Source: an optimization exercise on an open RTL-to-GDS flow (aim: small area, a short achievable clock period and few clock cycles per item). Production flows keep margins and buffers that such runs may drop. Function was checked by simulation only, so behaviour that the tests miss may differ from the original. No activity file was given, so power comes from the tool's default toggle rates.

### design.v
package dmem_pkg;
  localparam int DMEM_DATA_WIDTH = 10;
  localparam int DMEM_ADDR_WIDTH = 10;
  localparam int DMEM_DEPTH = 256;
endpackage
module dm_nor2 (input logic a, input logic b, output logic y);
  assign y = !(a || b);
endmodule
module dm_nand2 (input logic a, input logic b, output logic y);
  assign y = !(a && b);
endmodule
module dm_nand4 (input logic a, input logic b, input logic c, input logic d, output logic y);
  assign y = !(a && b && c && d);
endmodule
module dm_nor4 (input logic a, input logic b, input logic c, input logic d, output logic y);
  assign y = !(a || b || c || d);
endmodule
module dm_aoi222 (
  input  logic a1, a2, b1, b2, c1, c2,
  output logic y
);
  assign y = !((a1 && a2) || (b1 && b2) || (c1 && c2));
endmodule
module dm_read_bit (
  input  logic [255:0] sel,
  input  logic [255:0] bits,
  output logic [5:0]   u_n
);
  logic [85:0] y;
  logic [21:0] z;
  for (genvar t = 0; t < 85; t++) begin : g_aoi
    dm_aoi222 u_aoi (
      .a1(sel[3*t]), .a2(bits[3*t]), .b1(sel[3*t+1]), .b2(bits[3*t+1]),
      .c1(sel[3*t+2]), .c2(bits[3*t+2]), .y(y[t])
    );
  end
  dm_nand2 u_last (.a(sel[255]), .b(bits[255]), .y(y[85]));
  for (genvar i = 0; i < 21; i++) begin : g_nand
    dm_nand4 u_nand (.a(y[4*i]), .b(y[4*i+1]), .c(y[4*i+2]), .d(y[4*i+3]), .y(z[i]));
  end
  dm_nand2 u_nand_last (.a(y[84]), .b(y[85]), .y(z[21]));
  for (genvar j = 0; j < 5; j++) begin : g_nor
    dm_nor4 u_nor (.a(z[4*j]), .b(z[4*j+1]), .c(z[4*j+2]), .d(z[4*j+3]), .y(u_n[j]));
  end
  dm_nor2 u_nor_last (.a(z[20]), .b(z[21]), .y(u_n[5]));
endmodule
module data_memory_responder #(
  parameter int DATA_WIDTH = dmem_pkg::DMEM_DATA_WIDTH,
  parameter int ADDR_WIDTH = dmem_pkg::DMEM_ADDR_WIDTH,
  parameter int DEPTH = dmem_pkg::DMEM_DEPTH
) (
  input  logic                  CLK,
  input  logic                  RESET,
  input  logic                  Req_Valid_IN,
  output logic                  Req_Ready_OUT,
  input  logic                  Req_Write_IN,
  input  logic [ADDR_WIDTH-1:0] Req_Address_IN,
  input  logic [DATA_WIDTH-1:0] Req_Data_IN,
  output logic                  Resp_Valid_OUT,
  input  logic                  Resp_Ready_IN,
  output logic [DATA_WIDTH-1:0] Resp_Data_OUT,
  output logic                  Resp_Error_OUT,
  output logic                  Busy_OUT
);
  localparam int NG = 16;
  logic v1, e1;
  logic [NG-1:0] lo_n;     
  logic [NG-1:0] hir_n;    
  logic [NG-1:0] hiw_n;    
  logic [DATA_WIDTH-1:0] d1;
  logic vo, vk;
  logic [DATA_WIDTH-1:0] od, kd;
  logic oe, ke;
  logic accept, take, push, in_range;
  logic [DATA_WIDTH-1:0] rd_resp;
  logic [DEPTH-1:0] rsel, wsel;
  logic [DATA_WIDTH-1:0] mem [DEPTH];
  assign Req_Ready_OUT = !(v1 && vk);
  assign accept = Req_Valid_IN && Req_Ready_OUT;
  assign take = vo && Resp_Ready_IN;
  assign push = v1 && (!vk || take);
  assign Resp_Valid_OUT = vo;
  assign Resp_Data_OUT = od;
  assign Resp_Error_OUT = oe;
  assign Busy_OUT = v1 || vo;
  assign in_range = Req_Address_IN[ADDR_WIDTH-1:8] == '0;
  always_ff @(posedge CLK) begin
    if (Req_Ready_OUT) begin
      for (int g = 0; g < NG; g++) begin
        lo_n[g] <= Req_Address_IN[3:0] != 4'(g);
        hir_n[g] <= !(!Req_Write_IN && in_range && Req_Address_IN[7:4] == 4'(g));
      end
      d1 <= Req_Data_IN;
      e1 <= !in_range;
    end
  end
  always_ff @(posedge CLK or negedge RESET)
    if (!RESET) hiw_n <= '1;
    else if (Req_Ready_OUT)
      for (int g = 0; g < NG; g++)
        hiw_n[g] <= !(Req_Valid_IN && Req_Write_IN && in_range && Req_Address_IN[7:4] == 4'(g));
  for (genvar w = 0; w < DEPTH; w++) begin : g_sel
    dm_nor2 u_rsel (.a(lo_n[w % NG]), .b(hir_n[w / NG]), .y(rsel[w]));
    dm_nor2 u_wsel (.a(lo_n[w % NG]), .b(hiw_n[w / NG]), .y(wsel[w]));
  end
  always_ff @(posedge CLK)
    for (int w = 0; w < DEPTH; w++) if (wsel[w]) mem[w] <= d1;
  for (genvar b = 0; b < DATA_WIDTH; b++) begin : g_rd
    logic [DEPTH-1:0] bits;
    logic [5:0] u_n;
    for (genvar w = 0; w < DEPTH; w++) begin : g_w
      assign bits[w] = mem[w][b];
    end
    dm_read_bit u_rd (.sel(rsel), .bits(bits), .u_n(u_n));
    assign rd_resp[b] = !(&u_n);
  end
  always_ff @(posedge CLK) begin
    if (!vo || Resp_Ready_IN) begin
      od <= vk ? kd : rd_resp;
      oe <= vk ? ke : e1;
    end
    if (!vk || Resp_Ready_IN) begin
      kd <= rd_resp;
      ke <= e1;
    end
  end
  always_ff @(posedge CLK or negedge RESET)
    if (!RESET) begin
      v1 <= 1'b0;
      vo <= 1'b0;
      vk <= 1'b0;
    end else begin
      v1 <= accept || (v1 && !push);
      vo <= take ? (vk || push) : (vo || push);
      vk <= take ? (vk && push) : (vk || (vo && push));
    end
endmodule
### run.sh
#!/bin/bash
# synth_recipe.tcl (not shown) runs the flow's synth.tcl, then flattens the netlist and writes it again
# the make line also repeats each setting of config.mk as NAME=value (left out here)
make -C /OpenROAD-flow-scripts/flow DESIGN_CONFIG=/design/flow/config.mk WORK_HOME=/design/flow/orfs CLKGATE_MAP_FILE= SYNTH_SCRIPT=/design/flow/synth_recipe.tcl finish
### config.mk
export PLATFORM = sky130hd
export DESIGN_NAME = data_memory_responder
export DESIGN_NICKNAME = data_memory_responder
export VERILOG_FILES = /design/flow/design.v
export SDC_FILE = /design/flow/constraint.sdc
export NUM_CORES = 4
export LEC_CHECK = 0
export CAP_MARGIN = 20
export CORE_MARGIN = 2
export CORE_UTILIZATION = 40
export SETUP_SLACK_MARGIN = 2.5
export SLEW_MARGIN = 20
export SYNTH_HIERARCHICAL = 1
export SYNTH_MINIMUM_KEEP_SIZE = 0
### constraint.sdc
create_clock -name core_clock -period 5.0 [get_ports {CLK}]
set_input_delay 1.0000 -clock core_clock [delete_from_list [all_inputs] [get_ports {CLK}]]
set_output_delay 1.0000 -clock core_clock [all_outputs]
set_load 0.01 [all_outputs]
==> impl_metrics.toml <==
[worst_setup_path]
critical_path_class = "reg -> reg"
cp_cell_sequence = "buf_4, buf_6, nor2_2, a222oi_1, nand4_1, nor4_4, and4_1, nand3_1, mux2_2"
critPathMaxFanout = 10
crit_buf_inv = 2
start_kind = "register"
cp_slowest_stage_delay_ps = 590
rr_worst_depth = 9
crit_family = "simple AND/OR/NAND/NOR gates"
worstPathRequired_ps = 5650
cp-end-kind = "register"
cp.arrival_ps = 3900
r2r-end = "od[2]"
rrSetupSlack_ps = 1750
reg2reg_from = "lo_n[7]"
cpMaxStageDelayCell = "a222oi_1"

[final_layout]
drive_gt1_frac = 0.1662
multiInputGateArea_um2 = 14100
fill_cells = 18667
final_util = 0.4712
area_growth_pct = 17.06
regArea_um2 = 79330
nets = 5002

[yosys]
yosys.area_share.adder = 0
synth_xor_area_frac = 0
netlist_top_cells_count = "edfxtp_1 (2625), a222oi_1 (850), nor2_1 (529)"
ys_seq_area_frac = 0.8563
synth_top_family_by_area = "compound AO/OA/AOI/OAI gates"
synth.largest_area_cell = "edfxtp_1"
synth_mux_area_frac = 0.001459
ys_seq_elements = 2644
synth_fp_nets = 4448
ys.flop_type = "edfxtp_1"
synth_edf_count = 2625
synth_simple_gate_area_frac = 0.04815
synthArstFlopShare = 0.007186
synth_top_area_share = 0.8509
synth_cell_types = 33
syn_avg_cell_area_um2 = 20.94
yosys_warnings = 8
syn_inst = 4423
synth_compound_area_frac = 0.09351
syn_area_um2 = 92640
netlist_top_cells_area = "edfxtp_1 (85%), a222oi_1 (9.2%), nor2_1 (2.1%), nand4_1 (1.4%), nor4_2 (0.68%)"
synth_most_common_cell = "edfxtp_1"

[timing]
tns_ps = 0
worst_slew_margin_rel = 0.1688
setup_viol = 0
fin_crit_sh = 0.6498
hold_viol = 0
tightestPinTransition_ps = 1247
fmax_mhz = 307.8
rsz0062_at_grt = "yes"
min_period_ps = 3249
slew_violations = 0
hold_slack_ps = 476.8
skew_ps = 76.61

[cts]
h-tree-depth = 4
clock_sinks = 2644
tritoncts = "built"
cts_buffers = 241
clk_latency_ps = 910
clk_pin_slew_worst_paths_ps = 60
cts_buffer_depth = 3
clockRootBuffer = "clkbuf_16"

[global_routing]
antenna_found_initial = 10
grt_pass1_vias = 50092
grt_max_degree = 191
grt.overflow.total = 0
grt_first_pass_wirelength_um = 367500
grtUsageTotal = 0.2150

[power_and_ir_drop]
power-per-cell-area_nw_per_um2 = 427.8
power.leakage_nw = 32.82
ir_drop_mv = 0.4172

[placement]
gp_congestion = 0.8641
dp_hpwl_um = 150400
portBuffers = 38

[detailed_routing]
wl_per_cell_um = 31.76
drcViolationCount = 0
wl_um = 261000
vias = 52289
drtIter0Drc = 10690
dr.pass1.iters = 9
via_per_inst = 6.364
ant_nets = 0

[worst_hold_path]
hold_depth = 0
hold_path_class = "reg -> reg"
min_to = "ke"
min_from = "e1"

[run_status]
status = "no timing/DRC/antenna violations"

[flow_run]
drv_cap = 0

[floorplanning]
io_pins = 39
initial_core_util = 0.4026
rows = 176
core_area_um2 = 230100
die_w_um = 485.2
floorplan.die_area_um2 = 235500
die_h_um = 485.2
## worst max path at each step
stage / from / slack, ps / depth (start not counted) / to
after floorplan: d1[0] / 950 / 0 / mem[0][0]
after global placement: lo_n[1] / 950 / 8 / od[6]
after detailed placement: lo_n[7] / 1030 / 8 / od[6]
after CTS: lo_n[12] / 1850 / 9 / od[7]
after global routing: lo_n[10] / 1770 / 9 / od[4]
final: lo_n[7] / 1750 / 9 / od[2]
## per-module statistics from Yosys (local to each module, per instance), a selection
module,area (um2),copies in the design
dm_nand4,6.256,210
data_memory_responder,80150,1
dm_aoi222,10.01,850
dm_nor4,12.51,50
dm_nand2,3.754,20
dm_nor2,3.754,522
## final cells by class
class                      count  area share
clock buffer                 295     0.05768
sequential                  2644      0.7315
inverter                       4   0.0001385
timing repair buffer         314     0.03350
multi-input combinational   1772      0.1300
tap                         3026     0.03492
clock inverter               153     0.01205
antenna                        8   0.0001846
## power by group
part	leakage [nW]	switching, mW	total (mW)	internal [mW]
Combinational	5.32	2.27	2.76	0.494
Clock	3.70	8.02	17.7	9.67
Sequential	23.8	0.147	25.9	25.8
## cell families (layout without fill, tap and decap cells)
logic type             after synthesis  after routing
flip-flops                        2644           2644
buffers and inverters               10            766
AO/OA/AOI/OAI                      870            870
multiplexers                        12             12
other                                0              8
AND/OR/NAND/NOR                    887            890
## layer usage
layer  routed length [um]  vias up  GRT usage
li1                     -    21444          -
met1                99590    27271     0.2990
met2               124700     3170     0.3416
met3                26910      402    0.03590
met4                 9711        2    0.07935
met5                   12        -          0
## repair_timing
item	CTS	global route
gates cloned	12	1
hold buffers	0	0
setup endpoints to repair	37	33
resized for setup	278	57
setup buffers	135	12
pin swaps	230	88
## stage by stage
stage / worst slack, ps / total power [mW] / std cells / instance area (um2)
after detailed placement: 1028 / 28.87 / 7597 / 97900
final: 1751 / 46.39 / 8216 / 108400
after floorplan: 954.3 / 27.53 / 4423 / 92680
after global placement: 953.9 / 28.78 / 7597 / 97890
after CTS: 1855 / 46.52 / 8192 / 108000
after global routing: 1773 / 47.55 / 8212 / 108400
## cells in the final DEF, fill, tap and decap left out, drive strengths merged, types with 8 or more instances in the layout
cell,count
mux2,12
bufbuf,8
bufinv,15
inv,12
clkinv,124
edfxtp,2625
nand4,211
clkbuf,295
o22a,9
nor4,50
diode,8
clkdlybuf4s50,24
nor2,536
and4,11
buf,282
a222oi,850
nand3,23
dfstp,16
nand2,46
## worst register-to-register path: stages, from the launching register on
cell      delay, ps
edfxtp_1        350
buf_4           150
buf_6           180
nor2_2          130
a222oi_1        590
nand4_1         450
nor4_4          490
and4_1          290
nand3_1         100
mux2_2          270
## sequential cells by signal, summed over array words and instances (netlist names)
name	count
mem	2560
hir_n	16
hiw_n	16
lo_n	16
d1	10
kd	10
od	10
e1	1
ke	1
oe	1
v1	1
vk	1
vo	1
Testbench counts, summed over its fixed seeds: cycles 24,016, items 24,000.

what the ideal ports hide:
Ports are ideal in the flow. The routed layout listed here was re-timed in OpenROAD.
Step 1 (the two cells are an assumption about what drives the block):
set clk [get_ports {CLK}]
set_driving_cell -lib_cell sky130_fd_sc_hd__clkbuf_16 $clk
set_driving_cell -lib_cell sky130_fd_sc_hd__buf_2 [delete_from_list [all_inputs] $clk]
Step 2 moves the port delays by t, midway between the first and last clock arrival at a register: inputs arrive t later, outputs are due t later. That takes back most of the time a late clock gives input paths.
Three values: no drivers, after step 1, after step 2; two values: the first two.
t, ns: 0.960
slack for setup (ns): 1.751 / 1.751 / 1.751
latest minus earliest clock arrival (ns): 0.080 / 0.080
worst slew at a driven data input, ns: 0.35
After both steps setup and hold are still met in this run. For this run, drivers alone change the setup slack by 0.000 ns; drivers and shift together by 0.000 ns.
